This is an optimization exercise on Yosys and OpenROAD, whose aim is small area, a short achievable clock period and few clock cycles per item, not a production implementation. Where RTL was checked, it was by simulation tests only, not by an equivalence proof against the original.

==> flow/design.v (excerpt) <==
module yuvToRgb (
	input logic Clock,
	input logic resetn,
	input logic start,
	input logic [15:0] readData,
	output logic done,
	output logic [17:0] sramAddress,
	output logic [15:0] sramWriteData,
	output logic sramWeN
);
	logic busy;
	logic wrQ;
	logic [7:0] pq;
	logic [2:0] ph;
	logic [8:0] wa;
	logic shen, shV, shHi;
	logic rdU, rdV, rdY, rkU, rkV, rkY;
	logic [7:0] win [12];
	logic [15:0] pendU, pendV, yw;
	logic [8:0] f, uc;
	logic [8:0] fc9;
	logic [9:0] fd2, fd3;
	logic [15:0] gb;
	logic [7:0] b0;
	function automatic logic [6:0] flagsOf(input logic [7:0] q);
		flagsOf = {q <= 8'd3, q >= 8'd4, (q >= 8'd4) && (q <= 8'd158),
			(q >= 8'd4) && (q <= 8'd162), !q[0] && (q <= 8'd159),
			q[0] && (q <= 8'd158), q == 8'd163};
	endfunction
	logic [6:0] fl, nf, df;
	logic dfPro, dfWrOk, dfRdC, dfRdYk, dfVHi, dfUHi, flLastP;
	logic [1:0] dfQ;
	assign {dfPro, dfWrOk, dfRdC, dfRdYk, dfVHi, dfUHi} = df[6:1];
	assign dfQ = (ph == 3'd4) ? pq[1:0] + 2'd1 : pq[1:0];
	assign flLastP = fl[0];
	logic [2:0] nph;
	logic dWr, dRdU, dRdV, dRdY, dSh, dShV, dShHi;
	logic [6:0] kc;
	logic [7:0] yc;
	assign nph = (ph == 3'd4) ? 3'd0 : ph + 3'd1;
	assign df = (ph == 3'd4) ? nf : fl;
	always_comb begin
		dWr = 1'b0; dRdU = 1'b0; dRdV = 1'b0; dRdY = 1'b0;
		dSh = 1'b0; dShV = 1'b0; dShHi = 1'b0;
		if (dfPro && !(dfQ == 2'd3 && nph > 3'd2)) begin
			case ({dfQ, nph})
				{2'd0, 3'd4}: dRdU = 1'b1;
				{2'd1, 3'd0}: dRdV = 1'b1;
				{2'd1, 3'd1}: begin dSh = 1'b1; dShHi = 1'b1; end
				{2'd1, 3'd2}: begin dSh = 1'b1; dShHi = 1'b1; dShV = 1'b1; end
				{2'd1, 3'd3}: begin dSh = 1'b1; dShHi = 1'b1; end
				{2'd1, 3'd4}: begin dSh = 1'b1; dShHi = 1'b1; dShV = 1'b1; end
				{2'd2, 3'd0}: begin dSh = 1'b1; dShHi = 1'b1; end
				{2'd2, 3'd1}: begin dSh = 1'b1; dShHi = 1'b1; dShV = 1'b1; end
				{2'd2, 3'd2}: begin dSh = 1'b1; dRdU = 1'b1; end
				{2'd2, 3'd3}: begin dSh = 1'b1; dShV = 1'b1; dRdV = 1'b1; end
				{2'd2, 3'd4}: begin dSh = 1'b1; dShHi = 1'b1; end
				{2'd3, 3'd0}: begin dSh = 1'b1; dShHi = 1'b1; dShV = 1'b1; dRdU = 1'b1; end
				{2'd3, 3'd1}: begin dSh = 1'b1; dRdY = 1'b1; end
				{2'd3, 3'd2}: begin dSh = 1'b1; dShV = 1'b1; end
				default: ;
			endcase
		end else begin
			case (nph)
  ...
Settings: LEC_CHECK=0, CAP_MARGIN=20, CORE_MARGIN=2, CORE_UTILIZATION=40, CTS_CLUSTER_DIAMETER=100, CTS_CLUSTER_SIZE=25, SETUP_SLACK_MARGIN=5, SLEW_MARGIN=20, SYNTH_HIERARCHICAL=1, SYNTH_MINIMUM_KEEP_SIZE=0; clock period 12.0 ns.
standard.sh (not shown) runs the stock make flow with config.mk's settings and CLKGATE_MAP_FILE= SYNTH_SCRIPT=/design/flow/synth_recipe.tcl, a recipe that flattens the netlist after the stock synthesis.
==> flow/flow/run.sh <==
#!/bin/bash
set -euo pipefail
bash standard.sh SETUP_SLACK_MARGIN=8.6 "BUFFER_PORTS_ARGS=-buffer_cell sky130_fd_sc_hd__buf_2" finish > standard.log 2>&1
Testbench counts at the start, summed over its fixed seeds: cycles 26,144, rows 32.
Next try:
--- a/flow/design.v
+++ b/flow/design.v
@@ -79,24 +79,23 @@
 	logic [7:0] win [12];
 	logic [15:0] pendU, pendV, yw;
 	logic [8:0] f, uc;
 	logic [8:0] fc9;
 	logic [9:0] fd2, fd3;
 	logic [15:0] gb;
 	logic [7:0] b0;
-	function automatic logic [6:0] flagsOf(input logic [7:0] q);
-		flagsOf = {q <= 8'd3, q >= 8'd4, (q >= 8'd4) && (q <= 8'd158),
-			(q >= 8'd4) && (q <= 8'd162), !q[0] && (q <= 8'd159),
-			q[0] && (q <= 8'd158), q == 8'd163};
+	function automatic logic [2:0] flagsOf(input logic [7:0] q);
+		flagsOf = {q <= 8'd3, q >= 8'd159, q == 8'd163};
 	endfunction
-	logic [6:0] fl, nf, df;
-	logic dfPro, dfWrOk, dfRdC, dfRdYk, dfVHi, dfUHi, flLastP;
+	logic [2:0] fl, nf, df;
+	logic dfPro, dfEndC, dfOdd, flLastP;
 	logic [1:0] dfQ;
-	assign {dfPro, dfWrOk, dfRdC, dfRdYk, dfVHi, dfUHi} = df[6:1];
+	assign {dfPro, dfEndC} = df[2:1];
 	assign dfQ = (ph == 3'd4) ? pq[1:0] + 2'd1 : pq[1:0];
+	assign dfOdd = dfQ[0];
 	assign flLastP = fl[0];
 	logic [2:0] nph;
 	logic dWr, dRdU, dRdV, dRdY, dSh, dShV, dShHi;
 	logic [6:0] kc;
 	logic [7:0] yc;
 	assign nph = (ph == 3'd4) ? 3'd0 : ph + 3'd1;
 	assign df = (ph == 3'd4) ? nf : fl;
@@ -120,29 +119,29 @@
 				{2'd3, 3'd1}: begin dSh = 1'b1; dRdY = 1'b1; end
 				{2'd3, 3'd2}: begin dSh = 1'b1; dShV = 1'b1; end
 				default: ;
 			endcase
 		end else begin
 			case (nph)
 				3'd0: begin
-					dRdU = dfQ[0] && dfRdC;
-					dRdV = !dfQ[0] && dfRdC;
+					dRdU = dfOdd && !dfEndC;
+					dRdV = !dfOdd && !dfEndC;
 				end
-				3'd1: dRdY = dfRdYk;
+				3'd1: dRdY = !df[0];
 				3'd2: begin
-					dWr = dfWrOk;
+					dWr = !dfPro;
 					dSh = 1'b1; dShV = 1'b1;
-					dShHi = dfVHi;
+					dShHi = !dfOdd && !dfEndC;
 				end
 				3'd3: begin
-					dWr = dfWrOk;
+					dWr = !dfPro;
 					dSh = 1'b1;
-					dShHi = dfUHi;
+					dShHi = dfOdd && !dfEndC;
 				end
-				default: dWr = dfWrOk;
+				default: dWr = !dfPro;
 			endcase
 		end
 	end
 	logic go, lastNow;
 	assign go = start && !busy;
 	assign lastNow = flLastP && (ph == 3'd4);
 	always_ff @(posedge Clock or negedge resetn) begin
@@ -299,15 +298,15 @@
 wire lm_58;
 wire lm_59;
 wire lm_60;
 wire lm_61;
 wire lm_62;
 wire lm_63;
 wire lm_64;
-assign lm_1 = ~~ysel[0];
+assign lm_1 = ysel[0];
 assign lm_2 = ~ysel[1];
 assign lm_3 = ~ysel[2];
 assign lm_4 = ~ysel[3];
 assign lm_5 = ~ysel[4];
 assign lm_6 = ~ysel[5];
 assign lm_7 = ~ysel[6];
 assign lm_8 = ~ysel[7];
@@ -478,15 +477,15 @@
 wire cr_132;
 wire cr_133;
 wire cr_134;
 wire cr_135;
 wire cr_136;
 wire cr_137;
 wire cr_138;
-assign cr_1 = ~~pv[0];
+assign cr_1 = pv[0];
 assign cr_2 = ~lum[4];
 assign cr_3 = ~lum[6];
 assign cr_4 = ~lum[7];
 assign cr_5 = ~lum[10];
 assign cr_6 = ~lum[12];
 assign cr_7 = ~lum[14];
 assign cr_8 = ~lum[16];
@@ -741,15 +740,15 @@
 wire cg_178;
 wire cg_179;
 wire cg_180;
 wire cg_181;
 wire cg_182;
 wire cg_183;
 wire cg_184;
-assign cg_1 = ~~pv[0];
+assign cg_1 = pv[0];
 assign cg_2 = ~lum[5];
 assign cg_3 = ~lum[6];
 assign cg_4 = ~lum[7];
 assign cg_5 = ~lum[9];
 assign cg_6 = ~lum[11];
 assign cg_7 = ~lum[13];
 assign cg_8 = ~lum[15];
@@ -959,15 +958,15 @@
 wire cb_108;
 wire cb_109;
 wire cb_110;
 wire cb_111;
 wire cb_112;
 wire cb_113;
 wire cb_114;
-assign cb_1 = ~~pu[0];
+assign cb_1 = pu[0];
 assign cb_2 = ~lum[0];
 assign cb_3 = ~lum[4];
 assign cb_4 = ~lum[6];
 assign cb_5 = ~lum[7];
 assign cb_6 = ~lum[9];
 assign cb_7 = ~lum[10];
 assign cb_8 = ~lum[11];
- The new run ran to the end with no violations
- core utilization fell by 0.68 points
- sequential share of layout area is about the same
- cell area fell by 2.1%
- fmax fell by 4.4%
- synthesized area fell by 1.3%
- die area fell by 1.3%
- wire length fell by 3.7%
- synthesized cell count fell by 2.5%
No functional check of the RTL was part of the second run of this note.

afterwards: timing with drivers on the ports:
Ports are ideal in the flow. The routed layouts listed here were re-timed in OpenROAD.
Step 1, drivers: a clkbuf_16 drives Clock and a buf_2 each remaining input, both assumed.
Step 2 adds t to the input delays and takes it off the output delays; t is the mean of the earliest and latest rising clock arrival at the registers after step 1. Input paths then give back, and output paths get back, about the clock's delay inside the block.
Slacks: ideal / step 1 / step 2; pairs: ideal / step 1.
| run | t (ns) | setup slack, ns | worst hold slack (ns) |
|---|---|---|---|
| the first run | 0.599 | 8.498 / 8.440 / 8.473 | 0.337 / 0.337 / 0.337 |
| the second run | 0.596 | 8.339 / 8.339 / 8.339 | 0.334 / 0.334 / 0.334 |
After both steps every run listed still meets setup and hold. The setup slack of the first run, which loses most, moves by -0.058 ns with the drivers and by -0.025 ns with both steps.
